Source: an optimization exercise on an open RTL-to-GDS flow (aim: small area). Production flows keep margins and buffers that such runs may drop. In this exercise RTL edits were held to simulation tests only and were not proved equivalent to the original. No activity file was given, so power comes from the tool's default toggle rates.

[flow/design.v]
module pio_machine (
  input  logic        clk,
  input  logic        reset,
  input  logic        en,
  input  logic [15:0] instr,
  input  logic [31:0] input_pins,
  input  logic [4:0]  wrap_target,
  input  logic [4:0]  wrap_top,
  input  logic [4:0]  jmp_pin,
  input  logic [4:0]  pins_in_base,
  input  logic [4:0]  pins_out_base,
  input  logic [4:0]  pins_set_base,
  input  logic [5:0]  pins_out_count,
  input  logic [2:0]  pins_set_count,
  input  logic        auto_push,
  input  logic        auto_pull,
  input  logic [4:0]  isr_threshold,
  input  logic [4:0]  osr_threshold,
  input  logic        in_shift_dir,
  input  logic        out_shift_dir,
  input  logic [31:0] tx_data,
  input  logic        tx_empty,
  input  logic        rx_full,
  output logic [4:0]  pc,
  output logic [31:0] output_pins,
  output logic [31:0] pin_directions,
  output logic        push,
  output logic        pull,
  output logic        stalled,
  output logic [31:0] rx_data
);
  function automatic [31:0] rotl(input [31:0] w, input [4:0] n);
    reg [31:0] r;
    integer k;
    begin
      r = w;
      for (k = 0; k < 5; k = k + 1)
        if (n[k]) r = (r << (1 << k)) | (r >> (32 - (1 << k)));
      rotl = r;
    end
  endfunction
  logic [31:0] x, y, isr, osr;
  logic [5:0]  isr_cnt, osr_cnt;
  logic [2:0]  op, a;
  logic [4:0]  b;
  logic        is_jmp, is_wait, is_in, is_out, is_pp, is_set;
  assign op = instr[15:13];
  assign a  = instr[7:5];
  assign b  = instr[4:0];
  assign is_jmp  = (op == 3'd0);
  assign is_wait = (op == 3'd1);
  assign is_in   = (op == 3'd2);
  assign is_out  = (op == 3'd3);
  assign is_pp   = (op == 3'd4);
  assign is_set  = (op == 3'd7);
  logic isr_ge, osr_ge;
  assign isr_ge = isr_cnt[5] | ((isr_threshold != 5'd0) && (isr_cnt[4:0] >= isr_threshold));
  assign osr_ge = osr_cnt[5] | ((osr_threshold != 5'd0) && (osr_cnt[4:0] >= osr_threshold));
  logic        ysel;
  logic [31:0] xy, dec;
  logic        xy_zero;
  assign ysel    = is_jmp ? (a == 3'd3 || a == 3'd4) : a[1];
  assign xy      = ysel ? y : x;
  assign xy_zero = (xy == 32'd0);
  assign dec     = xy - 32'd1;
  logic in_valid, in_full, in_stall, in_push, in_shift;
  assign in_valid = is_in & ~a[2];
  assign in_full  = in_valid & auto_push & isr_ge;
  assign in_stall = in_full & rx_full;
  assign in_push  = in_full & ~rx_full;
  assign in_shift = in_valid & ~in_stall;
  logic out_empty, out_stall, out_shift, out_dst_ok;
  assign out_empty  = auto_pull & osr_ge;
  assign out_dst_ok = (a <= 3'd4);
  assign out_stall  = is_out & out_empty;
  assign out_shift  = is_out & ~out_empty & out_dst_ok;
  logic pp_push, pp_stall, pp_pull, pp_load;
  assign pp_push  = is_pp & ~a[2] & ~(a[0] & rx_full);
  assign pp_pull  = is_pp & a[2] & ~tx_empty;
  assign pp_load  = is_pp & a[2] & (~tx_empty | ~a[0]);
  assign pp_stall = is_pp & (a[2] ? (tx_empty & a[0]) : (a[0] & rx_full));
  logic [4:0] pin_idx;
  logic       pin_bit;
  assign pin_idx = is_jmp ? jmp_pin : ((a[0] ? pins_in_base : 5'd0) + b);
  assign pin_bit = input_pins[pin_idx];
  logic [31:0] lm, hm;
  always_comb begin
    for (int i = 0; i < 32; i++) begin
      lm[i]      = (b == 5'd0) || (i < b);
      hm[31 - i] = lm[i];
    end
  end
  logic in_right, out_left, pin_dst;
  assign in_right = in_shift_dir;
  assign out_left = ~out_shift_dir;
  assign pin_dst  = (a == 3'd0) || (a == 3'd4);
  logic [31:0] msk;
  assign msk = (is_in ? in_right : ~out_left) ? hm : lm;
  logic [31:0] rb_in, rb;
  logic [4:0]  amt_b;
  assign rb_in = is_in ? ((reset | in_push) ? 32'd0 : isr) : (reset ? 32'd0 : osr);
  assign amt_b = (is_in ? in_right : ~out_left) ? 5'd0 - b : b;
  assign rb    = rotl(rb_in, amt_b);
  logic        ra_pins, ra_xy, ra_out, ra_set;
  logic [31:0] out_bits, ra_in, ra;
  logic [4:0]  amt_a;
  assign out_bits = rb & msk;
  assign ra_pins = ~reset & is_in & (a[1:0] == 2'd0);
  assign ra_xy   = ~reset & is_in & (a[1] ^ a[0]);
  assign ra_out  = ~reset & is_out;
  assign ra_set  = ~reset & is_set;
  assign ra_in = ({32{ra_pins}} & input_pins) | ({32{ra_xy}} & xy) |
                 ({32{ra_out}} & out_bits) | {27'd0, {5{ra_set}} & b};
  always_comb begin
    case (op)
      3'd2:    amt_a = 5'd0 - ((a[1:0] == 2'd0 ? pins_in_base : 5'd0) + (in_right ? b : 5'd0));
      3'd3:    amt_a = (pin_dst ? pins_out_base : 5'd0) + (out_left ? 5'd0 : b);
      default: amt_a = pin_dst ? pins_set_base : 5'd0;
    endcase
  end
  assign ra = rotl(ra_in, amt_a);
  logic [31:0] m_in, isr_d;
  assign m_in  = is_in ? msk : 32'hffffffff;
  assign isr_d = (rb & ~m_in) | (ra & m_in);
  logic [4:0]  wb;
  logic [5:0]  wc, we_end;
  logic [31:0] win;
  assign wb     = is_out ? pins_out_base : pins_set_base;
  assign wc     = is_out ? pins_out_count : {3'd0, pins_set_count};
  assign we_end = {1'b0, wb} + {1'b0, wc[4:0]};
  always_comb begin
    for (int j = 0; j < 32; j++) begin
      if (wc[5])
        win[j] = 1'b1;
      else if (we_end[5])
        win[j] = (j >= wb) || (j < we_end[4:0]);
      else
        win[j] = (j >= wb) && (j < we_end[4:0]);
    end
  end
  logic jump;
  always_comb begin
    case (a)
      3'd0: jump = 1'b1;
      3'd1: jump = xy_zero;
      3'd2: jump = ~xy_zero;
      3'd3: jump = xy_zero;
      3'd4: jump = ~xy_zero;
      3'd5: jump = (x != y);
      3'd6: jump = pin_bit;
      default: jump = ~osr_ge;
    endcase
  end
  logic wait_stall;
  assign wait_stall = is_wait & ~a[1] & (pin_bit != a[2]);
  assign stalled = en & (wait_stall | in_stall | out_stall | pp_stall);
  assign push    = en & (in_push | pp_push);
  assign pull    = en & (pp_pull | (out_stall & ~tx_empty));
  assign rx_data = isr;
  logic act;
  assign act = en & ~reset;
  logic pins_we, dirs_we, x_we, y_we, isr_we, osr_we, osr_ld;
  logic out_wr, set_wr;
  assign out_wr  = act & out_shift;
  assign set_wr  = act & is_set;
  assign pins_we = reset | ((out_wr | set_wr) & (a == 3'd0));
  assign dirs_we = reset | ((out_wr | set_wr) & (a == 3'd4));
  assign x_we    = reset | ((out_wr | set_wr) & (a == 3'd1)) |
                   (act & is_jmp & (a == 3'd2) & ~xy_zero);
  assign y_we    = reset | ((out_wr | set_wr) & (a == 3'd2)) |
                   (act & is_jmp & (a == 3'd4) & ~xy_zero);
  assign isr_we  = reset | (act & (in_shift | pp_push));
  assign osr_ld  = act & (pp_load | (out_stall & ~tx_empty));
  assign osr_we  = reset | osr_ld | out_wr;
  logic [31:0] xy_d, osr_d;
  assign xy_d  = (is_jmp & ~reset) ? dec : ra;
  assign osr_d = osr_ld ? (tx_empty ? x : tx_data) : (rb & ~msk);
  logic [5:0] cnt_base, cnt_sat;
  logic [6:0] cnt_sum;
  assign cnt_base = is_in ? (in_push ? 6'd0 : isr_cnt) : osr_cnt;
  assign cnt_sum  = {1'b0, cnt_base} + ((b == 5'd0) ? 7'd32 : {2'd0, b});
  assign cnt_sat  = (cnt_sum >= 7'd32) ? 6'd32 : cnt_sum[5:0];
  logic [4:0] seq_pc;
  assign seq_pc = (pc == wrap_top) ? wrap_target : pc + 5'd1;
  always_ff @(posedge clk) begin
    if (reset)
      pc <= 5'd0;
    else if (en & ~stalled)
      pc <= (is_jmp & jump) ? b : seq_pc;
    for (int j = 0; j < 32; j++) begin
      if (pins_we & (reset | win[j])) output_pins[j] <= ra[j];
      if (dirs_we & (reset | win[j])) pin_directions[j] <= ra[j];
    end
    if (x_we) x <= xy_d;
    if (y_we) y <= xy_d;
    if (isr_we) isr <= isr_d;
    if (osr_we) osr <= osr_d;
    if (reset)
      isr_cnt <= 6'd0;
    else if (act & in_shift)
      isr_cnt <= cnt_sat;
    else if (act & pp_push)
      isr_cnt <= 6'd0;
    if (reset)
      osr_cnt <= 6'd32;
    else if (osr_ld)
      osr_cnt <= 6'd0;
    else if (out_wr)
      osr_cnt <= cnt_sat;
  end
endmodule
[flow/flow/run.sh]
#!/bin/bash
# Layout flow: the standard flow (standard.sh) with these changes:
#  - synthesis maps the logic with an area-oriented ABC script (flow/area.abc);
#    everything else in synthesis, including register mapping, is the standard flow's own
#    script (synth_recipe.tcl), so the registers are the standard synthesis's;
#  - port buffers are the smallest buffer cell;
#  - the clock tree uses small clock buffers and no dummy loads.
set -euo pipefail
HERE=$PWD
{
  head -n 1 synth_recipe.tcl
  cat <<EOF
proc abc {args} {
  set i [lsearch -exact \$args -script]
  if {\$i >= 0} { lset args [expr {\$i + 1}] $HERE/flow/area.abc }
  yosys abc {*}\$args
}
EOF
  tail -n +2 synth_recipe.tcl
} > area_synth.tcl
bash standard.sh SYNTH_SCRIPT=$HERE/area_synth.tcl \
  "BUFFER_PORTS_ARGS=-buffer_cell sky130_fd_sc_hd__buf_1" \
  "CTS_ARGS=-sink_clustering_enable -repair_clock_nets -buf_list {sky130_fd_sc_hd__clkbuf_4 sky130_fd_sc_hd__clkbuf_8} -dont_use_dummy_load" \
  finish > standard_flow.log 2>&1
[flow/flow/area.abc]
strash
dc2
dch -f
amap -m
topo
stime -c
[flow/standard.sh]
#!/bin/bash
# synth_recipe.tcl (not shown) runs the flow's synth.tcl, then flattens the netlist and writes it again
# the make line also repeats each setting of config.mk as NAME=value (left out here)
make -C /OpenROAD-flow-scripts/flow DESIGN_CONFIG=/design/flow/config.mk WORK_HOME=/design/flow/orfs CLKGATE_MAP_FILE= SYNTH_SCRIPT=/design/flow/synth_recipe.tcl "${@:-finish}"
[flow/config.mk]
export PLATFORM = sky130hd
export DESIGN_NAME = pio_machine
export DESIGN_NICKNAME = pio_machine
export VERILOG_FILES = /design/flow/design.v
export SDC_FILE = /design/flow/constraint.sdc
export NUM_CORES = 4
export LEC_CHECK = 0
export CAP_MARGIN = 20
export CORE_MARGIN = 2
export CORE_UTILIZATION = 60
export GPL_TIMING_DRIVEN = 0
export PLACE_DENSITY = 0.75
export SLEW_MARGIN = 20
[flow/constraint.sdc]
create_clock -name core_clock -period 9.0 [get_ports {clk}]
set_input_delay 1.8000 -clock core_clock [delete_from_list [all_inputs] [get_ports {clk}]]
set_output_delay 1.8000 -clock core_clock [all_outputs]
set_load 0.01 [all_outputs]
==> run summary, run 1 <==
Worst-path clk slew=~0.05 ns; VDD IR max=0.000149 V; Crit Path Max Fanout=77; via/cell ratio=7.37; share of cells above drive strength 1=approximately 5.2%; worst slew pin tran=around 1.3 ns; Multi-input gate area=9640 sq um; Post-Syn Instances=1904; Port Buffers=~240; total CTS buffers=36; hpwl dp=approximately 54 mm; Die Area=about 29000 sq um; Unique masters post-synth=45; first-pass GRT wire length=101 mm; #FFs+latches synth=about 210; Setup CP Type=in2reg; Initial Util=around 61%; Register Area=~6000 sq um; DP Cell Count=2501; total negative slack=0 ns; Peak Freq=115 MHz; Hold Path Stages=2; DR DRC count=0; antenna violations before repair=7; Vias=18800; Worst EP arrival=a little under 9 ns; gpl congestion=~1.1; commonest non-fill, non-tap cell in the layout=nor2_1; area grow syn2layout=15.3%; final worst path period need=a little under 9 ns; I/O Pins=between 200 and 250; MaxCap Viol Count=0; CTS H-tree lvls=2; wire per inst=27.4 microns; leakage=~6 nW; Die Width=~170 microns; Post-Syn Area per Cell=approximately 8.6 sq um; Min-Delay Path Class=reg2reg; Synth Cell Area=~16000 sq um; Clock Sink Count=roughly 210; worst r2r path cells=28; most frequent cells in the layout=nor2_1, o22a_1, clkinv_1, buf_1, o22ai_1; CP startpoint kind=primary input; largest net degree at the start of global routing=just under 80; fillcell total=between 2000 and 2500; Antenna Nets Post-Route=0; Post-synth EDFFs=roughly 190; Post-Layout Cell Count=~2500; Seq/Total Area, Yosys=~37%; TritonCTS clock tree=yes; PD cells=~160 nW/um^2; DRT Wirelength=69.7 mm; Clock Skew=approximately 0.07 ns; drt first pass iters=6; Core ar.=about 27000 sq um; fraction of registers with async set/reset=0%; synth warn=1; final setup violation count=0; final worst slack=approximately 0.3 ns; design area=around 19000 sq um; final-report max-slew violation count=0; pre-CTS setup slack=-2.45 ns; number of global-route vias before repair=~17000; DR iter-0 viols=approximately 2800; grt ovf=0; root buf cell=clkbuf_8; Rows=60; hold buffer count at cts=0; CP required=slightly above 9 ns; status=finished clean; Placed Area=about 18000 sq um; # diodes=0; crit end category=flop; Final Power=between 3 and 4 mW; Final nets=around 2400; Die Y=169 microns; Skew-Pair Late Insertion Delay=0.56 ns; overall global routing resource usage=approximately 47%; clock buffer depth=3; Post-synth top flop=edfxtp_1; Fin. Hold Viols=0; synthesized net count=between 2000 and 2500; Final period util=96.7%; Slew HR=roughly 14%
## where the power goes
group / internal (mW) / switching [mW]
logic: 0.371 / 0.775
registers: 1.18 / 0.0532
clock network: 0.353 / 0.356
total: 1.90 / 1.18
## cells by family (layout without fill, tap and decap cells)
group           count (synthesis)  after routing  share of synthesized area (%)
fa+ha+maj                      50             50                           4.05
simple gates                  461            461                           11.4
buf+inv                       265            564                           6.07
xor+xnor                        1              1                         0.0535
compound gates                918            920                           41.1
flops                         209            209                           37.3
## worst paths after layout
kind / end / startpoint / slack [ns]
setup / recovery: isr[0] / instr[14] / 0.29
hold / removal: isr_cnt[5] / isr_cnt[5] / 0.50
setup reg to reg: isr[0] / isr_cnt[0] / 2.03
hold reg to reg: isr_cnt[5] / isr_cnt[5] / 0.50
## Yosys cell counts, drive strengths merged (3+ instances only)
cell type    n  area (sq um)
a211oi      17           128
fa           5           100
a21o         4          30.0
o221ai       3          26.3
o22a       275          2410
a2111oi      3          26.3
o32ai       35           307
o22ai      222          1390
o21ai       56           280
o21bai      36           270
a221oi      17           149
a21oi       97           485
o21a        39           293
a22oi        5          37.5
nor2b       11          68.8
nor3        29           145
or2          6          37.5
dfxtp       17           340
o31ai        4          30.0
and3         3          18.8
nand3       18          90.1
nor4        11          68.8
a311oi       6          52.6
a32o        36           360
a22o         4          35.0
nor2       305          1140
nand2       76           285
ha          45           563
clkinv     265           995
edfxtp     192          5770
a31oi       39           244
## per-layer routing
| layer | global-route usage (%) | part of all wire, % |
|---|---|---|
| met3 | 11.1 | 13 |
| met2 | 74.2 | 44 |
| met4 | 28.7 | 7.4 |
| met1 | 59.3 | 35 |
| met5 | 0 | 0.043 |
## critical path: stages
cell and delay, ns:
buf_1 0.14, clkinv_1 0.17, nor3_4 0.39, clkinv_8 0.37, o22ai_4 0.68, clkinv_2 0.61
o22ai_4 0.57, clkinv_2 0.49, o22a_1 0.35, o22a_1 0.22, o22a_1 0.22, o22ai_1 0.53
clkinv_1 0.15, a311oi_1 0.63, o22a_1 0.28, o22a_1 0.19, o22a_1 0.16, o22a_1 0.17
o22ai_1 0.39, nor2_1 0.24, a21oi_1 0.09
## through the flow
stage                     util (%)  hold slack, ns
after floorplan                  -           0.448
after global placement        66.1           0.475
after detailed placement      67.7           0.484
after CTS                     69.9           0.493
after global routing          70.3           0.540
final                         70.3           0.496
## flip-flops by register name, indices dropped and copies added, names as in the netlist
| register | count |
|---|---|
| y | 32 |
| output_pins | 32 |
| pin_directions | 32 |
| pc | 5 |
| osr | 32 |
| isr_cnt | 6 |
| osr_cnt | 6 |
| isr | 32 |
| x | 32 |
## repair_timing
action	in CTS	in global routing
pin swaps	3	2
gates cloned	1	1
setup buffers	2	4
endpoints found under the setup margin	229	23
resized for setup	11	12
## area by class of cell
class	count	area share, %
multi-input cells	1432	51.0
flip-flops and latches	209	32.3
repair buffers	263	6.27
inverters	265	5.55
clock buffers	36	2.62
well taps	341	2.26
==> run 2, diff against run 1 <==
--- a/flow/design.v
+++ b/flow/design.v
@@ -61,8 +61,13 @@
   logic        xy_zero;
   assign ysel    = is_jmp ? (a == 3'd3 || a == 3'd4) : a[1];
   assign xy      = ysel ? y : x;
-  assign xy_zero = (xy == 32'd0);
-  assign dec     = xy - 32'd1;
+  logic [32:0] below_zero;
+  always_comb begin
+    below_zero[0] = 1'b1;
+    for (int i = 0; i < 32; i++) below_zero[i + 1] = below_zero[i] & ~xy[i];
+  end
+  assign xy_zero = below_zero[32];
+  assign dec     = xy ^ below_zero[31:0];
   logic in_valid, in_full, in_stall, in_push, in_shift;
   assign in_valid = is_in & ~a[2];
   assign in_full  = in_valid & auto_push & isr_ge;
@@ -98,7 +103,7 @@
   assign msk = (is_in ? in_right : ~out_left) ? hm : lm;
   logic [31:0] rb_in, rb;
   logic [4:0]  amt_b;
-  assign rb_in = is_in ? ((reset | in_push) ? 32'd0 : isr) : (reset ? 32'd0 : osr);
+  assign rb_in = (is_in | is_pp | reset) ? ((reset | in_push | is_pp) ? 32'd0 : isr) : osr;
   assign amt_b = (is_in ? in_right : ~out_left) ? 5'd0 - b : b;
   assign rb    = rotl(rb_in, amt_b);
   logic        ra_pins, ra_xy, ra_out, ra_set;
@@ -119,9 +124,8 @@
     endcase
   end
   assign ra = rotl(ra_in, amt_a);
-  logic [31:0] m_in, isr_d;
-  assign m_in  = is_in ? msk : 32'hffffffff;
-  assign isr_d = (rb & ~m_in) | (ra & m_in);
+  logic [31:0] isr_d;
+  assign isr_d = (rb & ~msk) | (ra & msk);
   logic [4:0]  wb;
   logic [5:0]  wc, we_end;
   logic [31:0] win;
--- a/flow/flow/run.sh
+++ b/flow/flow/run.sh
@@ -20,5 +20,5 @@
 } > area_synth.tcl
 bash standard.sh SYNTH_SCRIPT=$HERE/area_synth.tcl \
   "BUFFER_PORTS_ARGS=-buffer_cell sky130_fd_sc_hd__buf_1" \
-  "CTS_ARGS=-sink_clustering_enable -repair_clock_nets -buf_list {sky130_fd_sc_hd__clkbuf_4 sky130_fd_sc_hd__clkbuf_8} -dont_use_dummy_load" \
+  "CTS_ARGS=-sink_clustering_enable -repair_clock_nets -sink_clustering_size 30 -sink_clustering_max_diameter 100 -buf_list {sky130_fd_sc_hd__clkbuf_16} -dont_use_dummy_load" \
   finish > standard_flow.log 2>&1
--- a/flow/config.mk
+++ b/flow/config.mk
@@ -7,7 +7,5 @@
 export LEC_CHECK = 0
 export CAP_MARGIN = 20
 export CORE_MARGIN = 2
-export CORE_UTILIZATION = 60
-export GPL_TIMING_DRIVEN = 0
-export PLACE_DENSITY = 0.75
+export CORE_UTILIZATION = 40
 export SLEW_MARGIN = 20
==> run 2 against run 1 <==
Against the previous run: clock skew is 0.0033 ns higher; critical endpoint is now x[27]; area after synthesis fell by 3.9%; critical path depth is 21 higher; register-to-register slack got worse by 0.19 ns.
==> run summary, run 2 <==
Die Area=40900 sq um (+43%); Port Buffers=236 (unchanged); TritonCTS clock tree=yes; Crit Path Max Fanout=32 (-58%); Compound-Gate Fraction of Synth Area=38.7% (-2.4 points); fraction of registers with async set/reset=0% (unchanged); gpl congestion=0.989 (-10%); power share of the sequential group=44.3% (+4.4 points); Sw Ratio=36.7% (-1.6 points); Final Power=2.73 mW (-11%); Post-Syn Instances=1773 (-6.9%); synth cell count leaders=nor2_1, o22a_1, o22ai_1; Fin. Hold Viols=0 (unchanged); Vias=16700 (-11%); VDD IR max=0.000143 V (-3.6%); Setup CP Type=in2reg; Synth Cell Area=15700 sq um (-3.9%); adder-cell share of the synthesized area=6.60% (+2.6 points); Psw=1.00 mW (-15%); Core ar.=38700 sq um (+44%); Final nets=2306 (-3.7%); Die Width=202 microns (+20%); root buf cell=clkbuf_16; most used cell, CP=ha_4; Max stage delay cell, worst path=or3_4; via/cell ratio=6.42 (-13%); largest net degree at the start of global routing=43 (-45%); mux share of post-synthesis cell area=0% (unchanged); Final period util=97.8% (+1.0 points); Post-synth EDFFs=192 (unchanged); synth warn=1 (unchanged); grt ovf=0 (unchanged); DR iter-0 viols=1964 (-30%); DR DRC count=0 (unchanged); PD cells=146 nW/um^2 (-10%); crit path buf inv count=5 (-1); Skew-Pair Late Insertion Delay=0.52 ns (-0.04 ns); drt first pass iters=6 (unchanged); Worst-path clk slew=0.07 ns (+0.02 ns); hold buffer count at cts=0 (unchanged); largest family of logic cells by synthesized area=compound AO/OA/AOI/OAI gates; Antenna Nets Post-Route=0 (unchanged); area leader, netlist=edfxtp_1; Clock Skew=0.0732 ns (+0.00330 ns); Post-Syn Area per Cell=8.88 sq um (+3.2%); worst slew pin tran=1.07 ns (-0.225 ns); final setup violation count=0 (unchanged); overall global routing resource usage=32.6% (-15 points); CP startpoint kind=primary input; share of the synthesized area in the top cell type=36.6% (+1.4 points); first-pass GRT wire length=100 mm (-1.4%); Worst EP arrival=8.98 ns (+0.07 ns); Slew HR=28.1% (+15 points); most frequent cells in the layout=nor2_1, o22a_1, buf_1, o22ai_1, edfxtp_1; Die Y=202 microns (+20%); Peak Freq=114 MHz (-1.0%); Rows=72 (+20%); Synth area leaders=edfxtp_1, o22a_1, o22ai_1; design area=18700 sq um (-1.1%); DRT Wirelength=68.7 mm (-1.5%); simple-gate share of the synthesized area=11.5% (+0.087 points); Post-synth top flop=edfxtp_1; final worst slack=0.201 ns (-0.0919 ns); xor/xnor cell area share of the yosys netlist=0.334% (+0.28 points); antenna violations before repair=1 (-6); area grow syn2layout=18.8%; number of global-route vias before repair=15800 (-7.6%); I/O Pins=242 (unchanged); CP peak stage delay=0.39 ns (-0.29 ns); final worst path period need=8.80 ns (+0.0919 ns); crit end category=flop; clock buffer depth=3 (unchanged); hpwl dp=55.1 mm (+2.4%); status=finished clean; wire per inst=26.4 microns (-3.7%); leakage=5.80 nW (-4.8%); Seq/Total Area, Yosys=38.8% (+1.5 points); unrepaired setup endpoints after global routing=false; Gate power share=33.6% (-3.5 points); CP required=9.18 ns (-0.02 ns); Internal Dissipation=1.73 mW (-9.1%); Initial Util=40.6% (-20 points); Clock Sink Count=209 (unchanged); Clock Power Share=22.1% (-0.8 points); total negative slack=0 ns (unchanged); Placed Area=18300 sq um (+0.68%); CTS H-tree lvls=1 (-1); share of cells above drive strength 1=6.62% (+1.4 points); total CTS buffers=14 (-61%); Unique masters post-synth=47 (+4.4%); pre-CTS setup slack=-0.334 ns (+2.12 ns); synthesized net count=1991 (-4.8%); MaxCap Viol Count=0 (unchanged); CP top delay family=adder cells; commonest non-fill, non-tap cell in the layout=nor2_1; Min-Delay Path Class=reg2reg; final-report max-slew violation count=0 (unchanged); #FFs+latches synth=209 (unchanged); most frequent cell after synthesis=nor2_1
[run 2: path summary, 6_finish.rpt]
kind / start / endpoint / slack (ns) / depth (start not counted)
worst max-delay path: instr[6] / x[27] / 0.20 / 42
worst min-delay path: isr_cnt[5] / isr_cnt[5] / 0.49 / 2
worst max register to register: x[0] / x[27] / 1.84 / 37
worst min register to register: isr_cnt[5] / isr_cnt[5] / 0.49 / 2
[run 2: metrics by stage]
stage | util (%) | hold slack [ns] | std cells
global route | 48.3 | 0.501 | 2605
detailed placement | 47.3 | 0.483 | 2590
CTS | 48.2 | 0.488 | 2604
finish | 48.3 | 0.489 | 2605
global placement | 47.3 | 0.475 | 2590
floorplan | - | 0.458 | 1773
[run 2: worst min-delay path, stage by stage (launching register included)]
cell	delay (ns)
dfxtp_1	0.32
clkinv_1	0.05
o22ai_1	0.07
[run 2: what timing repair did]
item,in CTS,in global routing
resized for setup,0,3
setup buffers,0,0
endpoints found under the setup margin,0,18
[run 2: layout make-up]
cell class / instances / area, sq um
Antenna cell: 1 / 2.50
Clock buffer: 14 / 350
Fill cell: 3833 / 20000
Inverter: 170 / 647
Multi-Input combinational cell: 1394 / 9550
Sequential cell: 209 / 6110
Tap cell: 518 / 648
Timing Repair Buffer: 299 / 1390
[run 2: logic make-up after synthesis]
logic type | count (synthesis)
AOI/OAI and AO/OA | 861
and+or+nand+nor | 447
DFF | 209
buffers and inverters | 170
adders and majority gates | 80
xor gates and xnor gates | 6
[run 2: power by group through the flow]
stage	Sequential, mW	Clock (mW)	Combinational (mW)
finish	1.21	0.604	0.920
global route	1.22	0.642	0.991
CTS	1.21	0.618	0.903
detailed placement	1.23	0	0.900
global placement	1.23	0	0.892
floorplan	1.24	0	0.530
[run 2: layer usage]
metal	share of wire [%]	routed length, microns	track usage [%]
met4	5.5	3780	15.6
met3	7.9	5440	4.34
met5	0	0	0
met2	45	30700	51.6
met1	42	28700	44.1
==> run 3, diff against run 2 <==
--- a/flow/flow/run.sh
+++ b/flow/flow/run.sh
@@ -20,5 +20,5 @@
 } > area_synth.tcl
 bash standard.sh SYNTH_SCRIPT=$HERE/area_synth.tcl \
   "BUFFER_PORTS_ARGS=-buffer_cell sky130_fd_sc_hd__buf_1" \
-  "CTS_ARGS=-sink_clustering_enable -repair_clock_nets -sink_clustering_size 30 -sink_clustering_max_diameter 100 -buf_list {sky130_fd_sc_hd__clkbuf_16} -dont_use_dummy_load" \
+  "CTS_ARGS=-sink_clustering_enable -repair_clock_nets -sink_clustering_size 12 -sink_clustering_max_diameter 100 -buf_list {sky130_fd_sc_hd__clkbuf_8} -dont_use_dummy_load" \
   finish > standard_flow.log 2>&1
--- a/flow/config.mk
+++ b/flow/config.mk
@@ -7,5 +7,5 @@
 export LEC_CHECK = 0
 export CAP_MARGIN = 20
 export CORE_MARGIN = 2
-export CORE_UTILIZATION = 40
+export CORE_UTILIZATION = 55
 export SLEW_MARGIN = 20
==> run 3 against run 2 <==
Against the previous run: hold slack better by 0.0034 ns; critical endpoint is now pc[4]; power is 1.5% lower; clock skew increased by 0.013 ns; still clean on timing, DRC and antenna; largest cell class unchanged; highest routed layer is now met5.
==> run summary, run 3 <==
CP peak stage delay=0.39 ns (about the same); VDD IR max=0.000131 V (-9.0%); Peak Freq=115 MHz (+1.3%); leakage=5.79 nW (about the same); final worst path period need=8.68 ns (-0.115 ns); grt ovf=0 (unchanged); Max Used Layer=met5; M1 WL=25.5 mm (-11%); total CTS buffers=21 (+7); synth warn=1 (unchanged); Seq/Total Area, Yosys=38.8% (unchanged); metal2 WL=29.1 mm (-5.3%); Final nets=2316 (+0.43%); Worst Hold End=isr_cnt[5]; worst r2r path cells=43 (+16%); crit end category=flop; Synth area leaders=edfxtp_1, o22a_1, o22ai_1; DR iter-0 viols=2782 (+42%); synthesized net count=1991 (unchanged); share of cells above drive strength 1=7.20% (+0.59 points); Post-Syn Area per Cell=8.88 sq um (unchanged); Post-synth EDFFs=192 (unchanged); R2R setup slack=1.86 ns (+0.02 ns); worst slew pin tran=1.16 ns (+0.0862 ns); Placed Area=18200 sq um (-0.90%); antenna violations before repair=3 (+2); Core ar.=28000 sq um (-28%); DR DRC count=0 (unchanged); Worst EP arrival=9.17 ns (+0.19 ns); Setup CP Type=in2reg; area grow syn2layout=17.5%; gpl congestion=1.06 (+7.7%); Vias=17900 (+6.8%); R2R Path Start=x[0]; CP startpoint kind=primary input; I/O Pins=242 (unchanged); final-report max-slew violation count=0 (unchanged); Rows=61 (-15%); hpwl dp=53.1 mm (-3.6%); root buf cell=clkbuf_8; drt first pass iters=8 (+2); CP required=9.49 ns (+0.31 ns); Post-synth top flop=edfxtp_1; Port Buffers=236 (unchanged); Final period util=96.5% (-1.3 points); clock buffer depth=3 (unchanged); Die Area=30000 sq um (-27%); number of global-route vias before repair=16100 (+1.7%); PD cells=146 nW/um^2 (-0.40%); Die Y=173 microns (-14%); Worst-path clk slew=0.09 ns (+0.02 ns); CP top delay family=adder cells; unrepaired setup endpoints after global routing=false; most frequent cell after synthesis=nor2_1; Die Width=173 microns (-14%); share of the synthesized area in the top cell type=36.6% (unchanged); crit path buf inv count=4 (-1); met3 routed WL=9.74 mm (+79%); CTS H-tree lvls=1 (unchanged); synth cell count leaders=nor2_1, o22a_1, o22ai_1; Crit Path Max Fanout=5 (-84%); largest net degree at the start of global routing=42 (-2.3%); via/cell ratio=7.21 (+12%); Worst R2R End=pc[4]; most frequent cells in the layout=nor2_1, o22a_1, buf_1, o22ai_1, edfxtp_1; Final Util=66.0% (+18 points); Antenna Nets Post-Route=0 (unchanged); commonest non-fill, non-tap cell in the layout=nor2_1; wire per inst=27.4 microns (+4.1%); Unique masters post-synth=47 (unchanged); Post-Syn Instances=1773 (unchanged); status=finished clean; TritonCTS clock tree=yes; final setup violation count=0 (unchanged); DRT Wirelength=67.9 mm (-1.1%); fraction of registers with async set/reset=0% (unchanged); pre-CTS setup slack=-0.337 ns (-0.00351 ns); MaxCap Viol Count=0 (unchanged); Synth Cell Area=15700 sq um (unchanged); hold path startpoint=isr_cnt[5]; final worst slack=0.316 ns (+0.115 ns); Fin. Hold Viols=0 (unchanged); first-pass GRT wire length=98.0 mm (-2.0%); Min-Delay Path Class=reg2reg; Initial Util=56.2% (+16 points); overall global routing resource usage=43.2% (+11 points); Slew HR=21.8% (-6.3 points); Hold Path Stages=2 (unchanged); area leader, netlist=edfxtp_1; #FFs+latches synth=209 (unchanged); Clock Skew=0.0866 ns (+0.0134 ns); Skew-Pair Late Insertion Delay=0.60 ns (+0.08 ns); design area=18500 sq um (-1.1%); most used cell, CP=ha_4; Clock Sink Count=209 (unchanged); Max stage delay cell, worst path=o32ai_4
-- run 3: cell count changes in the layout (fill, tap and decap cells not counted), sizes merged --
| cell | delta |
|---|---|
| clkbuf | +7 |
| buf | +3 |
| diode | +1 |
-- run 3: cell families (layout without fill, tap and decap cells) --
| logic type | Yosys count | in the layout | share of synthesized area (%) |
|---|---|---|---|
| DFF | 209 | 209 | 38.8 |
| buffers and inverters | 170 | 493 | 4.05 |
| other | 0 | 2 | 0 |
| AOI/OAI and AO/OA | 861 | 861 | 38.7 |
| xor gates and xnor gates | 6 | 6 | 0.334 |
| and+or+nand+nor | 447 | 447 | 11.5 |
| adders and majority gates | 80 | 80 | 6.60 |
-- run 3: area by class of cell --
type | instances | area [sq um]
well taps | 378 | 473
flip-flops and latches | 209 | 6110
repair buffers | 302 | 1410
clock buffers | 21 | 289
inverters | 170 | 646
multi-input cells | 1394 | 9560
diodes | 2 | 5.00
fillers | 2290 | 9520
-- run 3: per-stage QoR --
stage                     std cells  power, mW  setup TNS [ns]  hold slack, ns
after floorplan                1773       1.77         -135.23           0.458
after global placement         2451       2.09           -9.81           0.473
after detailed placement       2451       2.12          -17.29           0.481
after CTS                      2472       2.64               0           0.492
after global routing           2474       2.77               0           0.518
final                          2476       2.69               0           0.493
-- run 3: worst reg2reg max path: cells and delay by family, from the launching register on --
family	cells	cell delay, ns
AO/OA/AOI/OAI	7	1.13
flip-flops	1	0.41
AND/OR/NAND/NOR	2	0.20
adder cells (fa/ha/maj)	31	4.91
buffers and inverters	3	0.35
-- run 3: per-layer routing --
layer	vias up	track usage (%)
met2	1482	64.8
met3	225	12.2
met1	8390	58.3
met5	-	1.60
li1	7762	-
met4	4	19.0
-- run 3: how the worst max path moves through the flow --
stage	from	end	slack, ns	depth (start not counted)
after floorplan	instr[15]	x[0]	-1.94	39
after CTS	instr[5]	pc[4]	0.20	48
after detailed placement	instr[5]	pc[4]	-0.34	48
after global placement	instr[5]	pc[1]	-0.16	48
after global routing	instr[6]	pc[1]	0.03	47
final	instr[15]	pc[4]	0.32	46
-- run 3: report_power, final --
| part | internal (mW) | total [mW] | leakage (nW) | switching, mW |
|---|---|---|---|---|
| registers | 1.16 | 1.21 | 2.08 | 0.0466 |
| clock network | 0.208 | 0.551 | 0.151 | 0.343 |
| logic | 0.295 | 0.937 | 3.56 | 0.642 |
| total | 1.66 | 2.69 | 5.79 | 1.03 |
-- run 3: what timing repair did --
| item | in CTS | in global routing |
|---|---|---|
| setup buffers | 0 | 2 |
| endpoints found under the setup margin | 0 | 5 |
| hold buffers | 0 | 0 |
| gates resized for setup | 0 | 5 |
==> run 4, diff against run 3 <==
--- a/flow/flow/run.sh
+++ b/flow/flow/run.sh
@@ -20,5 +20,5 @@
 } > area_synth.tcl
 bash standard.sh SYNTH_SCRIPT=$HERE/area_synth.tcl \
   "BUFFER_PORTS_ARGS=-buffer_cell sky130_fd_sc_hd__buf_1" \
-  "CTS_ARGS=-sink_clustering_enable -repair_clock_nets -sink_clustering_size 12 -sink_clustering_max_diameter 100 -buf_list {sky130_fd_sc_hd__clkbuf_8} -dont_use_dummy_load" \
+  "CTS_ARGS=-sink_clustering_enable -repair_clock_nets -sink_clustering_size 16 -sink_clustering_max_diameter 100 -buf_list {sky130_fd_sc_hd__clkbuf_8} -dont_use_dummy_load" \
   finish > standard_flow.log 2>&1
==> flow/flow/area.abc (replaced) <==
strash
dc2
dch -f
amap
topo
stime -c
--- a/flow/config.mk
+++ b/flow/config.mk
@@ -7,5 +7,5 @@
 export LEC_CHECK = 0
 export CAP_MARGIN = 20
 export CORE_MARGIN = 2
-export CORE_UTILIZATION = 55
+export CORE_UTILIZATION = 40
 export SLEW_MARGIN = 20
==> run 4 against run 3 <==
Against the previous run: still clean; worst setup slack got worse by 0.12 ns; clock skew shrank 0.044 ns; first-iteration DRC count shrank 33%; global-route usage fell by 10 points; design area increased by 1.3%; combinational power up 0.4%; cell count grew 5.7%; sequential share of layout area is 0.43 points lower; routed wire length rose by 3.4%; power down 0.98%; area after synthesis is essentially flat; clock power fell by 6.5%; critical path type unchanged; critical endpoint is now x[5].
==> run summary, run 4 <==
status=finished clean; Slew HR=33.0% (+11 points); fraction of registers with async set/reset=0% (unchanged); simple-gate share of the synthesized area=11.6% (+0.11 points); power share of the sequential group=45.4% (+0.6 points); hold_ws=0.496 ns (+0.00353 ns); Vias=17000 (-4.6%); hpwl dp=55.9 mm (+5.1%); Max stage delay cell, worst path=or3_4; design area=18700 sq um (+1.3%); Crit Path Max Fanout=16 (+11); Post-synth top flop=edfxtp_1; Worst EP arrival=9.05 ns (-0.12 ns); Final period util=97.8% (+1.3 points); share of cells above drive strength 1=7.39% (+0.18 points); first-pass GRT wire length=102 mm (+3.8%); CP startpoint kind=primary input; largest net degree at the start of global routing=43 (+2.4%); overall global routing resource usage=33.2% (-10 points); TritonCTS clock tree=yes; xor/xnor cell area share of the yosys netlist=0.334% (about the same); unrepaired setup endpoints after global routing=false; MaxCap Viol Count=0 (unchanged); commonest non-fill, non-tap cell in the layout=nor2_1; wire per inst=26.8 microns (-2.1%); largest family of logic cells by synthesized area=compound AO/OA/AOI/OAI gates; Die Area=40900 sq um (+37%); synthesized net count=1986 (-0.25%); Antenna Nets Post-Route=0 (unchanged); Post-synth EDFFs=192 (unchanged); Fin. Hold Viols=0 (unchanged); Skew-Pair Late Insertion Delay=0.58 ns (-0.02 ns); worst slew pin tran=0.999 ns (-0.159 ns); Final Util=48.4% (-18 points); Rows=72 (+18%); total CTS buffers=18 (-14%); Synth Cell Area=15700 sq um (about the same); Placed Area=18400 sq um (+1.5%); Internal Dissipation=1.64 mW (-1.3%); #FFs+latches synth=209 (unchanged); Compound-Gate Fraction of Synth Area=38.7% (about the same); antenna violations before repair=0 (-3); Post-Syn Instances=1768 (-0.28%); Die Y=202 microns (+17%); drt first pass iters=6 (-2); via/cell ratio=6.52 (-9.7%); area leader, netlist=edfxtp_1; most frequent cell after synthesis=nor2_1; Clock Power Share=19.3% (-1.2 points); Die Width=202 microns (+17%); Clock Skew=0.0423 ns (-0.0442 ns); adder-cell share of the synthesized area=6.60% (about the same); # diodes=0 (-2); most used cell, CP=ha_4; R2R Path Start=x[0]; final setup violation count=0 (unchanged); Min-Delay Path Class=reg2reg; area grow syn2layout=19.1%; DR DRC count=0 (unchanged); grt ovf=0 (unchanged); Psw=1.03 mW (-0.50%); VDD IR max=0.0000980 V (-25%); CP peak stage delay=0.40 ns (about the same); final worst path period need=8.80 ns (+0.116 ns); Unique masters post-synth=48 (+2.1%); DRT Wirelength=70.2 mm (+3.4%); share of the synthesized area in the top cell type=36.6% (about the same); Sw Ratio=38.5% (+0.18 points); Seq/Total Area, Yosys=38.8% (about the same); Final Power=2.67 mW (-0.98%); CTS H-tree lvls=1 (unchanged); pre-CTS setup slack=-0.562 ns (-0.224 ns); leakage=5.85 nW (+0.99%); I/O Pins=242 (unchanged); clock buffer depth=3 (unchanged); Final nets=2318 (+0.086%); Setup CP Type=in2reg; Port Buffers=236 (unchanged); CP required=9.25 ns (-0.24 ns); Core ar.=38700 sq um (+38%); gpl congestion=1.02 (-4.1%); synth warn=1 (unchanged); PD cells=142 nW/um^2 (-2.3%); crit path launch=instr[5]; mux share of post-synthesis cell area=0% (unchanged); fillcell total=3888 (+70%); Gate power share=35.3% (+0.5 points); Peak Freq=114 MHz (-1.3%); final worst slack=0.200 ns (-0.116 ns); DR iter-0 viols=1870 (-33%); Worst-path clk slew=0.10 ns (about the same); total negative slack=0 ns (unchanged); Initial Util=40.6% (-16 points); Post-Syn Area per Cell=8.90 sq um (+0.26%); crit end category=flop; most frequent cells in the layout=nor2_1, o22a_1, buf_1, o22ai_1, edfxtp_1; DP Cell Count=2596 (+5.9%); root buf cell=clkbuf_8; Synth area leaders=edfxtp_1, o22a_1, o22ai_1; final-report max-slew violation count=0 (unchanged); number of global-route vias before repair=16000 (-0.99%); hold path startpoint=isr_cnt[5]; Clock Sink Count=209 (unchanged); Post-Layout Cell Count=2616 (+5.7%); synth cell count leaders=nor2_1, o22a_1, o22ai_1
-- run 4: logic make-up (layout without fill, tap and decap cells) --
group,Yosys count,count (layout)
fa+ha+maj,80,80
buf+inv,166,496
simple gates,453,453
compound gates,854,854
flops,209,209
xor+xnor,6,6
-- run 4: power groups by stage --
stage	Sequential, mW	Clock [mW]	Combinational [mW]
final	1.21	0.515	0.941
after detailed placement	1.23	0	0.914
after CTS	1.21	0.526	0.917
after floorplan	1.24	0	0.531
after global placement	1.23	0	0.907
after global routing	1.22	0.554	1.01
-- run 4: critical path: cells and delay by family --
| family | cells | cell delay, ns |
|---|---|---|
| buf+inv | 6 | 0.84 |
| compound gates | 3 | 0.59 |
| fa+ha+maj | 32 | 5.11 |
| simple gates | 2 | 0.65 |
-- run 4: layout make-up --
type	count	area, sq um	area share (%)
multi-input combinational	1393	9580	51.2
sequential	209	6110	32.6
tap	518	648	3.46
inverter	166	629	3.36
timing repair buffer	312	1520	8.12
clock buffer	18	248	1.32
-- run 4: timing repair --
action | in CTS | in global routing
hold endpoints to repair | 0 | 0
setup endpoints to repair | 0 | 6
setup buffers | 0 | 1
hold buffers | 0 | 0
gates resized for setup | 0 | 4
-- run 4: worst paths after layout --
kind                     end  slack (ns)  cells past startpoint
setup / recovery        x[5]        0.20                     43
hold / removal    isr_cnt[5]        0.50                      2
setup reg to reg        x[5]        1.90                     38
hold reg to reg   isr_cnt[5]        0.50                      2
-- run 4: layer usage --
| metal | track usage [%] | vias to the layer above | routed length (microns) |
|---|---|---|---|
| met3 | 4.79 | 117 | 6020 |
| met4 | 11.8 | 0 | 2590 |
| met1 | 45.5 | 8260 | 30000 |
| met5 | 0 | - | 0 |
| met2 | 53.4 | 878 | 31600 |
| li1 | - | 7790 | - |
==> run 5, diff against run 4 <==
==> flow/flow/area.abc (replaced) <==
strash
dc2
dch -f
amap -m
topo
stime -c
--- a/flow/config.mk
+++ b/flow/config.mk
@@ -5,7 +5,7 @@
 export SDC_FILE = /design/flow/constraint.sdc
 export NUM_CORES = 4
 export LEC_CHECK = 0
-export CAP_MARGIN = 20
+export CAP_MARGIN = 10
 export CORE_MARGIN = 2
 export CORE_UTILIZATION = 40
-export SLEW_MARGIN = 20
+export SLEW_MARGIN = 10
==> run 5 against run 4 <==
Against the previous run: first-iteration DRC count rose by 15%; hold slack improved by 0.0024 ns; non-clock buffer count decreased by 13; critical path type unchanged; largest cell class unchanged; highest routed layer unchanged.
==> run summary, run 5 <==
Fin. Hold Viols=0 (unchanged); PD cells=141 nW/um^2 (-0.67%); R2R Path Start=x[0]; synthesized net count=1991 (+0.25%); drt first pass iters=6 (unchanged); Clock Skew=0.0448 ns (+0.00248 ns); Setup CP Type=in2reg; Min-Delay Path Class=reg2reg; wire per inst=26.4 microns (-1.6%); Max stage delay cell, worst path=ha_1; DRT Wirelength=68.9 mm (-1.9%); via/cell ratio=6.47 (-0.67%); #FFs+latches synth=209 (unchanged); MaxCap Viol Count=0 (unchanged); most used cell, CP=ha_4; worst slew pin tran=1.08 ns (+0.0834 ns); VDD IR max=0.000120 V (+22%); CTS H-tree lvls=1 (unchanged); crit end category=flop; Unique masters post-synth=47 (-2.1%); Rows=72 (unchanged); final-report max-slew violation count=0 (unchanged); Core ar.=38700 sq um (unchanged); synth cell count leaders=nor2_1, o22a_1, o22ai_1; Port Buffers=236 (unchanged); Post-Syn Area per Cell=8.88 sq um (-0.26%); Die Y=202 microns (about the same); antenna violations before repair=1 (+1); most frequent cells in the layout=nor2_1, o22a_1, buf_1, o22ai_1, edfxtp_1; Worst EP arrival=9.24 ns (+0.19 ns); root buf cell=clkbuf_8; Final period util=97.2% (-0.59 points); Post-Syn Instances=1773 (+0.28%); fillcell total=3867 (-0.54%); Final nets=2309 (-0.39%); gpl congestion=0.989 (-3.2%); overall global routing resource usage=32.7% (-0.46 points); Synth Cell Area=15700 sq um (about the same); Worst R2R End=pc[3]; Clock Sink Count=209 (unchanged); DR DRC count=0 (unchanged); met3 routed WL=5.72 mm (-4.9%); R2R setup slack=1.82 ns (-0.08 ns); Antenna Nets Post-Route=0 (unchanged); Worst-path clk slew=0.10 ns (about the same); Slew HR=27.6% (-5.3 points); Post-Layout Cell Count=2609 (-0.27%); commonest non-fill, non-tap cell in the layout=nor2_1; Die Width=202 microns (about the same); hold path startpoint=isr_cnt[5]; status=finished clean; DR iter-0 viols=2142 (+15%); Initial Util=40.6% (about the same); Final Util=47.9% (-0.44 points); fraction of registers with async set/reset=0% (unchanged); Post-synth top flop=edfxtp_1; Max Used Layer=met4; CP required=9.49 ns (+0.24 ns); grt ovf=0 (unchanged); area grow syn2layout=18.0%; Crit Path Max Fanout=6 (-10); Vias=16900 (-0.93%); total CTS buffers=17 (-1); I/O Pins=242 (unchanged); share of the synthesized area in the top cell type=36.6% (about the same); Synth area leaders=edfxtp_1, o22a_1, o22ai_1; area leader, netlist=edfxtp_1; hpwl dp=55.2 mm (-1.3%); final worst path period need=8.75 ns (-0.0528 ns); Seq/Total Area, Yosys=38.8% (about the same); M1 WL=28.5 mm (-5.0%); number of global-route vias before repair=15900 (-0.33%); metal2 WL=31.3 mm (-1.2%); synth warn=1 (unchanged); DP Cell Count=2590 (-0.23%); TritonCTS clock tree=yes; pre-CTS setup slack=-0.337 ns (+0.225 ns); first-pass GRT wire length=100 mm (-1.2%); leakage=5.74 nW (-1.8%); final worst slack=0.253 ns (+0.0528 ns); share of cells above drive strength 1=6.70% (-0.69 points); CP startpoint kind=primary input; Peak Freq=114 MHz (+0.60%); worst r2r path cells=43 (+13%); largest net degree at the start of global routing=43 (unchanged); final setup violation count=0 (unchanged); Post-synth EDFFs=192 (unchanged); Worst Hold End=isr_cnt[5]; most frequent cell after synthesis=nor2_1; Die Area=40900 sq um (about the same); CP peak stage delay=0.22 ns (-0.18 ns); Hold Path Stages=2 (unchanged); hold buffer count at cts=0 (unchanged); Skew-Pair Late Insertion Delay=0.58 ns (about the same); clock buffer depth=3 (unchanged)
==> run 5: how the worst max path moves through the flow <==
| stage | to | startpoint |
|---|---|---|
| 3_5_place_dp | pc[3] | instr[6] |
| 3_3_place_gp | x[13] | instr[5] |
| 2_1_floorplan | x[0] | instr[15] |
| 5_1_grt | pc[3] | instr[5] |
| 6_report | pc[3] | instr[6] |
| 4_1_cts | pc[0] | instr[6] |
==> run 5: logic make-up (layout without fill, tap and decap cells) <==
family                     count (synthesis)  after routing  synth area share, %
AOI/OAI and AO/OA                        861            861                 38.7
xor gates and xnor gates                   6              6                0.334
adders and majority gates                 80             80                 6.60
buffers and inverters                    170            486                 4.05
DFF                                      209            209                 38.8
other                                      0              2                    0
and+or+nand+nor                          447            447                 11.5
==> run 5: worst max-delay path, delay by kind of cell <==
kind                     cells  cell delay, ns
buffers and inverters        5            0.70
AO/OA/AOI/OAI                8            1.20
adder cells (fa/ha/maj)     32            5.14
AND/OR/NAND/NOR              3            0.37
==> run 5: power by group <==
group	switching, mW	internal [mW]
combinational	0.628	0.293
clock	0.324	0.170
sequential	0.0511	1.16
==> run 5: area by class of cell <==
cell class,instances,area [sq um],share of cell area [%]
sequential,209,6110,32.9
inverter,170,646,3.48
tap,518,648,3.49
multi-input combinational,1394,9540,51.4
clock buffer,17,234,1.26
antenna,2,5.00,0.0270
timing repair buffer,299,1390,7.47
==> run 5: repair_timing <==
item                                    CTS  global route
endpoints found under the setup margin    0             5
setup buffers                             0             0
gates resized for setup                   0             1
==> run 5: routing by layer <==
metal | global-route usage [%] | vias up
met5 | 0 | -
met1 | 44.0 | 8075
met2 | 52.7 | 901
met4 | 13.8 | 0
li1 | - | 7764
met3 | 4.55 | 146
==> run 5: stage by stage <==
step                hold slack, ns  cell area [sq um]  TNS, ns  power [mW]
global route                 0.510              18600  -0.0197        2.73
floorplan                    0.458              16200  -135.23        1.77
CTS                          0.497              18600        0        2.61
detailed placement           0.483              18300   -21.61        2.13
global placement             0.475              18300   -13.93        2.12
finish                       0.499              18600        0        2.63
==> run 6, diff against run 5 <==
==> flow/flow/area.abc (replaced) <==
strash
dc2
dch -f
amap -m
topo
buffer -c
upsize -c
dnsize -c
topo
stime -c
--- a/flow/config.mk
+++ b/flow/config.mk
@@ -5,7 +5,7 @@
 export SDC_FILE = /design/flow/constraint.sdc
 export NUM_CORES = 4
 export LEC_CHECK = 0
-export CAP_MARGIN = 10
+export CAP_MARGIN = 20
 export CORE_MARGIN = 2
 export CORE_UTILIZATION = 40
-export SLEW_MARGIN = 10
+export SLEW_MARGIN = 20
==> run 6 against run 5 <==
Against the previous run: utilization decreased by 1.9 points; area after synthesis increased by 4.3%; power increased by 0.53%; hold slack improved by 0.012 ns; sequential share of layout area decreased by 0.24 points; flip-flop and latch count unchanged; global-route usage increased by 0.14 points; via count increased by 0.90%; die area increased by 4.2%; critical path type unchanged; critical endpoint is now pc[2]; largest cell class unchanged.
==> run summary, run 6 <==
status=finished clean; Placed Area=18500 sq um (+0.71%); end of the critical path=pc[2]; DR DRC count=0 (unchanged); VDD IR max=0.000109 V (-9.0%); crit end category=flop; overall global routing resource usage=32.8% (+0.14 points); adder-cell share of the synthesized area=6.32% (-0.27 points); share of the synthesized area in the top cell type=35.1% (-1.5 points); antenna violations before repair=1 (unchanged); Max stage delay cell, worst path=o32ai_4; final-report max-slew violation count=0 (unchanged); Die Width=207 microns (+2.1%); # Post-CTS Setup Buffers=0 (unchanged); Antenna Nets Post-Route=0 (unchanged); Die Y=207 microns (+2.1%); Synth Cell Area=16400 sq um (+4.3%); Rows=74 (+2.8%); Min-Delay Path Class=reg2reg; fillcell total=4014 (+3.8%); total CTS buffers=17 (unchanged); area grow syn2layout=13.9%; crit path launch=instr[15]; xor/xnor cell area share of the yosys netlist=0.320% (-0.014 points); DRT Wirelength=71.9 mm (+4.3%); Post-CTS Resized=0 (unchanged); Unique masters post-synth=58 (+23%); gpl congestion=1.07 (+8.2%); hpwl dp=58.0 mm (+5.1%); CP required=9.48 ns (about the same); Multi-input gate area=9690 sq um (+1.6%); Port Buffers=236 (unchanged); unrepaired setup endpoints after global routing=false; Post-Layout Cell Count=2619 (+0.38%); CTS H-tree lvls=1 (unchanged); Fin. Hold Viols=0 (unchanged); via/cell ratio=6.51 (+0.51%); Hold Path Stages=2 (unchanged); wire per inst=27.5 microns (+3.9%); Seq/Total Area, Yosys=37.2% (-1.6 points); hold path startpoint=isr_cnt[1]; grt ovf=0 (unchanged); CP peak stage delay=0.49 ns (+0.27 ns); simple-gate share of the synthesized area=11.1% (-0.39 points); hold_ws=0.511 ns (+0.0119 ns); Crit Path Max Fanout=6 (unchanged); number of global-route vias before repair=16000 (+0.63%); synthesized net count=2127 (+6.8%); final worst path period need=8.83 ns (+0.0819 ns); Worst R2R End=pc[2]; largest net degree at the start of global routing=43 (unchanged); Clock Skew=0.0692 ns (+0.0244 ns); Final period util=98.1% (+0.91 points); most frequent cell after synthesis=nor2_1; Register Area=6110 sq um (unchanged); DP Cell Count=2601 (+0.42%); root buf cell=clkbuf_8; most frequent cells in the layout=nor2_1, o22a_1, buf_1, o22ai_1, edfxtp_1; fraction of registers with async set/reset=0% (unchanged); worst r2r path cells=44 (+2.3%); I/O Pins=242 (unchanged); Setup CP Type=in2reg; share of cells above drive strength 1=9.11% (+2.4 points); Vias=17000 (+0.90%); Slew HR=28.9% (+1.2 points); first-pass GRT wire length=102 mm (+1.8%); drt first pass iters=6 (unchanged); MaxCap Viol Count=0 (unchanged); PD cells=141 nW/um^2 (-0.20%); worst slew pin tran=1.06 ns (-0.0185 ns); Worst EP arrival=9.31 ns (+0.07 ns); Final nets=2306 (-0.13%); Synth area leaders=edfxtp_1, o22a_1, o22ai_1; CP startpoint kind=primary input; most used cell, CP=ha_4; design area=18700 sq um (+0.73%); Clock Sink Count=209 (unchanged); Post-synth EDFFs=192 (unchanged); R2R Path Start=x[0]; Post-synth top flop=edfxtp_1; Post-Syn Area per Cell=8.60 sq um (-3.1%); synth warn=1 (unchanged); Skew-Pair Late Insertion Delay=0.59 ns (about the same); Worst-path clk slew=0.09 ns (about the same); clock buffer depth=3 (unchanged); hold buffer count at cts=0 (unchanged); Core ar.=40600 sq um (+4.9%); Peak Freq=113 MHz (-0.93%); Post-Syn Instances=1909 (+7.7%); leakage=6.17 nW (+7.5%); largest family of logic cells by synthesized area=compound AO/OA/AOI/OAI gates; Final Power=2.64 mW (+0.53%); pre-CTS setup slack=-0.336 ns (+0.000234 ns); Compound-Gate Fraction of Synth Area=38.0% (-0.73 points); Initial Util=40.4% (-0.23 points); synth cell count leaders=nor2_1, o22a_1, o22ai_1; Die Area=42700 sq um (+4.2%); DR iter-0 viols=2271 (+6.0%); mux share of post-synthesis cell area=0% (unchanged); area leader, netlist=edfxtp_1; final setup violation count=0 (unchanged); #FFs+latches synth=209 (unchanged); commonest non-fill, non-tap cell in the layout=nor2_1; TritonCTS clock tree=yes; final worst slack=0.171 ns (-0.0819 ns); R2R setup slack=1.91 ns (+0.09 ns)
## run 6: changes by cell type after synthesis, sizes merged
cell,change
buf,+6
inv,+162
clkbuf,+130
clkinv,-162
## run 6: power by group
group	switching, mW	internal, mW
Sequential	0.0500	1.16
Clock	0.324	0.170
Combinational	0.640	0.296
## run 6: final cells by class
| class | instances | area share [%] |
|---|---|---|
| clock buffers | 17 | 1.25 |
| flip-flops and latches | 209 | 32.6 |
| repair buffers | 296 | 7.29 |
| diodes | 1 | 0.0134 |
| multi-input cells | 1394 | 51.8 |
| inverters | 170 | 3.42 |
| well taps | 532 | 3.56 |
## run 6: worst min path at each step
| stage | endpoint | slack (ns) |
|---|---|---|
| detailed placement | isr_cnt[4] | 0.50 |
| global route | isr_cnt[1] | 0.54 |
| CTS | osr_cnt[0] | 0.51 |
| floorplan | isr_cnt[3] | 0.47 |
| global placement | isr_cnt[2] | 0.49 |
| finish | isr_cnt[1] | 0.51 |
## run 6: layer usage
layer	share of wire, %	track usage [%]	up-vias	routed length [microns]
li1	-	-	7734	-
met1	40	42.8	8133	28500
met2	45	52.2	976	32300
met3	8.5	4.05	195	6140
met4	6.9	20.1	0	4980
met5	0	0	-	0
## run 6: kinds of logic after synthesis
group,Yosys count
compound gates,861
xor+xnor,6
fa+ha+maj,80
buf+inv,306
flops,209
simple gates,447
## run 6: critical path: cells and delay by family
| kind | cells | cell delay (ns) |
|---|---|---|
| compound gates | 8 | 1.57 |
| fa+ha+maj | 31 | 4.81 |
| buf+inv | 6 | 0.69 |
| simple gates | 3 | 0.37 |
## run 6: metrics by stage
stage / utilization [%] / TNS, ns
after floorplan: - / -74.89
after global placement: 45.4 / -8.32
after detailed placement: 45.4 / -13.73
after CTS: 46.0 / 0
after global routing: 46.0 / 0
final: 46.0 / 0
==> run 7, diff against run 6 <==
==> flow/flow/area.abc (replaced) <==
strash
dc2
dch -f
amap -m
topo
stime -c
==> run 7 against run 6 <==
Against the previous run: flip-flop and latch count is the same; sequential share of layout area grew 0.22 points; die area shrank 4.1%; still clean on timing, DRC and antenna; routed wire length shrank 4.2%; combinational power shrank 2%.
==> run summary, run 7 <==
status=finished clean; synth warn=1 (unchanged); CP required=9.25 ns (-0.23 ns); Seq/Total Area, Yosys=38.8% (+1.6 points); xor/xnor cell area share of the yosys netlist=0.334% (+0.014 points); leakage=5.74 nW (-6.9%); Hold Path Stages=2 (unchanged); drt first pass iters=6 (unchanged); worst slew pin tran=1.21 ns (+0.145 ns); Skew-Pair Late Insertion Delay=0.59 ns (about the same); final worst path period need=8.71 ns (-0.120 ns); Clock Sink Count=209 (unchanged); Unique masters post-synth=47 (-19%); Multi-input gate area=9550 sq um (-1.4%); # Post-CTS Setup Buffers=0 (unchanged); clock buffer depth=3 (unchanged); Post-synth EDFFs=192 (unchanged); Fin. Hold Viols=0 (unchanged); largest net degree at the start of global routing=43 (unchanged); gpl congestion=0.989 (-7.6%); Register Area=6110 sq um (unchanged); hold buffer count at cts=0 (unchanged); unrepaired setup endpoints after global routing=false; Max Used Layer=met5; final worst slack=0.291 ns (+0.120 ns); Slew HR=18.5% (-10 points); Final nets=2309 (+0.13%); Synth Cell Area=15700 sq um (-4.2%); synth cell count leaders=nor2_1, o22a_1, o22ai_1; Port Buffers=236 (unchanged); TritonCTS clock tree=yes; Placed Area=18300 sq um (-0.69%); root buf cell=clkbuf_8; largest family of logic cells by synthesized area=compound AO/OA/AOI/OAI gates; Post-CTS Resized=0 (unchanged); DR DRC count=0 (unchanged); Compound-Gate Fraction of Synth Area=38.7% (+0.73 points); Initial Util=40.6% (+0.23 points); M1 WL=28.5 mm (+0.18%); Synth area leaders=edfxtp_1, o22a_1, o22ai_1; total CTS buffers=17 (unchanged); mux share of post-synthesis cell area=0% (unchanged); CP peak stage delay=0.39 ns (-0.10 ns); final setup violation count=0 (unchanged); grt ovf=0 (unchanged); worst r2r path cells=37 (-16%); via/cell ratio=6.44 (-1.0%); Rows=72 (-2.7%); overall global routing resource usage=32.7% (-0.10 points); final-report max-slew violation count=0 (unchanged); antenna violations before repair=3 (+2); commonest non-fill, non-tap cell in the layout=nor2_1; I/O Pins=242 (unchanged); Die Area=40900 sq um (-4.1%); metal2 WL=31.0 mm (-4.0%); hpwl dp=55.1 mm (-4.9%); DRT Wirelength=68.9 mm (-4.2%); MaxCap Viol Count=0 (unchanged); CP startpoint kind=primary input; Worst-path clk slew=0.10 ns (about the same); CTS H-tree lvls=1 (unchanged); pre-CTS setup slack=-0.334 ns (+0.00261 ns); Final Power=2.63 mW (-0.34%); area grow syn2layout=18.0%; share of cells above drive strength 1=6.75% (-2.4 points); Setup CP Type=in2reg; share of the synthesized area in the top cell type=36.6% (+1.5 points); Max stage delay cell, worst path=or3_4; Clock Skew=0.0667 ns (-0.00249 ns); simple-gate share of the synthesized area=11.5% (+0.39 points); first-pass GRT wire length=100 mm (-1.9%); Worst path depth=42 (-13%); design area=18600 sq um (-0.68%); Die Y=202 microns (-2.1%); Post-synth top flop=edfxtp_1; Core ar.=38700 sq um (-4.7%); Vias=16800 (-1.4%); Min-Delay Path Class=reg2reg; Final period util=96.8% (-1.3 points); most used cell, CP=ha_4; wire per inst=26.4 microns (-3.8%); area leader, netlist=edfxtp_1; most frequent cell after synthesis=nor2_1; PD cells=142 nW/um^2 (+0.35%); number of global-route vias before repair=15900 (-0.62%); Antenna Nets Post-Route=0 (unchanged); Die Width=202 microns (-2.1%); DR iter-0 viols=2015 (-11%); CP top delay family=adder cells; Peak Freq=115 MHz (+1.4%); fillcell total=3856 (-3.9%); synthesized net count=1991 (-6.4%); crit path buf inv count=5 (-1); most frequent cells in the layout=nor2_1, o22a_1, buf_1, o22ai_1, edfxtp_1; DP Cell Count=2590 (-0.42%); crit end category=flop; Crit Path Max Fanout=32 (+26); Post-Syn Area per Cell=8.88 sq um (+3.2%); adder-cell share of the synthesized area=6.60% (+0.27 points); met3 routed WL=5.69 mm (-7.4%); fraction of registers with async set/reset=0% (unchanged); R2R setup slack=1.85 ns (-0.06 ns); Post-Layout Cell Count=2608 (-0.42%); #FFs+latches synth=209 (unchanged); VDD IR max=0.0000944 V (-14%); Post-Syn Instances=1773 (-7.1%); Worst EP arrival=8.96 ns (-0.35 ns)
[run 7: kinds of logic (layout without fill, tap and decap cells)]
| kind of cell | after synthesis | in the layout |
|---|---|---|
| flip-flops | 209 | 209 |
| adder cells (fa/ha/maj) | 80 | 80 |
| buffers and inverters | 170 | 486 |
| other | 0 | 1 |
| AO/OA/AOI/OAI | 861 | 861 |
| XOR/XNOR | 6 | 6 |
| AND/OR/NAND/NOR | 447 | 447 |
[run 7: per-layer routing]
layer  GRT usage [%]  up-vias
li1                -     7768
met1            44.1     8060
met2            52.2      824
met3            4.26      138
met4            15.5        4
met5               0        -
[run 7: area by class of cell]
cell class | count | area share, %
Antenna cell | 1 | 0.0135
Clock buffer | 17 | 1.26
Inverter | 170 | 3.48
Multi-Input combinational cell | 1394 | 51.4
Sequential cell | 209 | 32.9
Tap cell | 518 | 3.49
Timing Repair Buffer | 299 | 7.46
[run 7: path summary, 6_finish.rpt]
path	endpoint	start
setup / recovery	x[31]	instr[6]
hold / removal	isr_cnt[5]	isr_cnt[5]
setup reg to reg	x[31]	x[0]
hold reg to reg	isr_cnt[5]	isr_cnt[5]
[run 7: through the flow]
step / hold WS [ns] / TNS [ns] / utilization, %
2_1_floorplan: 0.458 / -135.23 / -
3_3_place_gp: 0.475 / -13.93 / 47.3
3_5_place_dp: 0.483 / -21.55 / 47.3
4_1_cts: 0.497 / 0 / 47.9
5_1_grt: 0.510 / 0 / 48.0
6_report: 0.501 / 0 / 48.0
[run 7: worst min-delay path, cell delays in order, from the launching register on]
cell,delay (ns)
dfxtp_1,0.34
clkinv_1,0.05
o22ai_1,0.07
[run 7: power by group]
group          switching, mW  internal (mW)  leakage (nW)  total (mW)
Sequential            0.0509           1.16          2.08        1.21
Combinational          0.627          0.293          3.55       0.920
Clock                  0.330          0.171         0.122       0.501

## separate check: timing with driven ports
In the flow no input, the clock included, has a driving cell. The finished layouts below were timed again as built, in two steps. Step 1 sets driving cells, clkbuf_16 on the clock port and buf_2 on the other inputs (assumed; they add their load-dependent delay and slew). Step 2 also shifts input and output timing later by t, the mid clock arrival at the registers, as if the neighbouring blocks saw the same clock. a / b / c = ideal / step 1 / step 2; a / b = the first two.
| run | t (ns) | slack for setup (ns) | worst data-port slew with drivers (ns) |
|---|---|---|---|
| run 1 | 0.572 | 0.293 / 0.320 / -0.252 | 0.05 |
| run 2 | 0.542 | 0.201 / 0.233 / -0.309 | 0.10 |
| run 3 | 0.611 | 0.316 / 0.342 / -0.268 | 0.04 |
| run 4 | 0.612 | 0.200 / 0.220 / -0.392 | 0.09 |
| run 5 | 0.607 | 0.253 / 0.280 / -0.327 | 0.09 |
| run 6 | 0.609 | 0.171 / 0.199 / -0.411 | 0.08 |
| run 7 | 0.605 | 0.291 / 0.319 / -0.286 | 0.10 |
Met with ideal ports but missed after step 2: setup timing in every run listed. The setup slack of run 4, which loses most, moves by +0.020 ns with the drivers and by -0.592 ns with both steps.
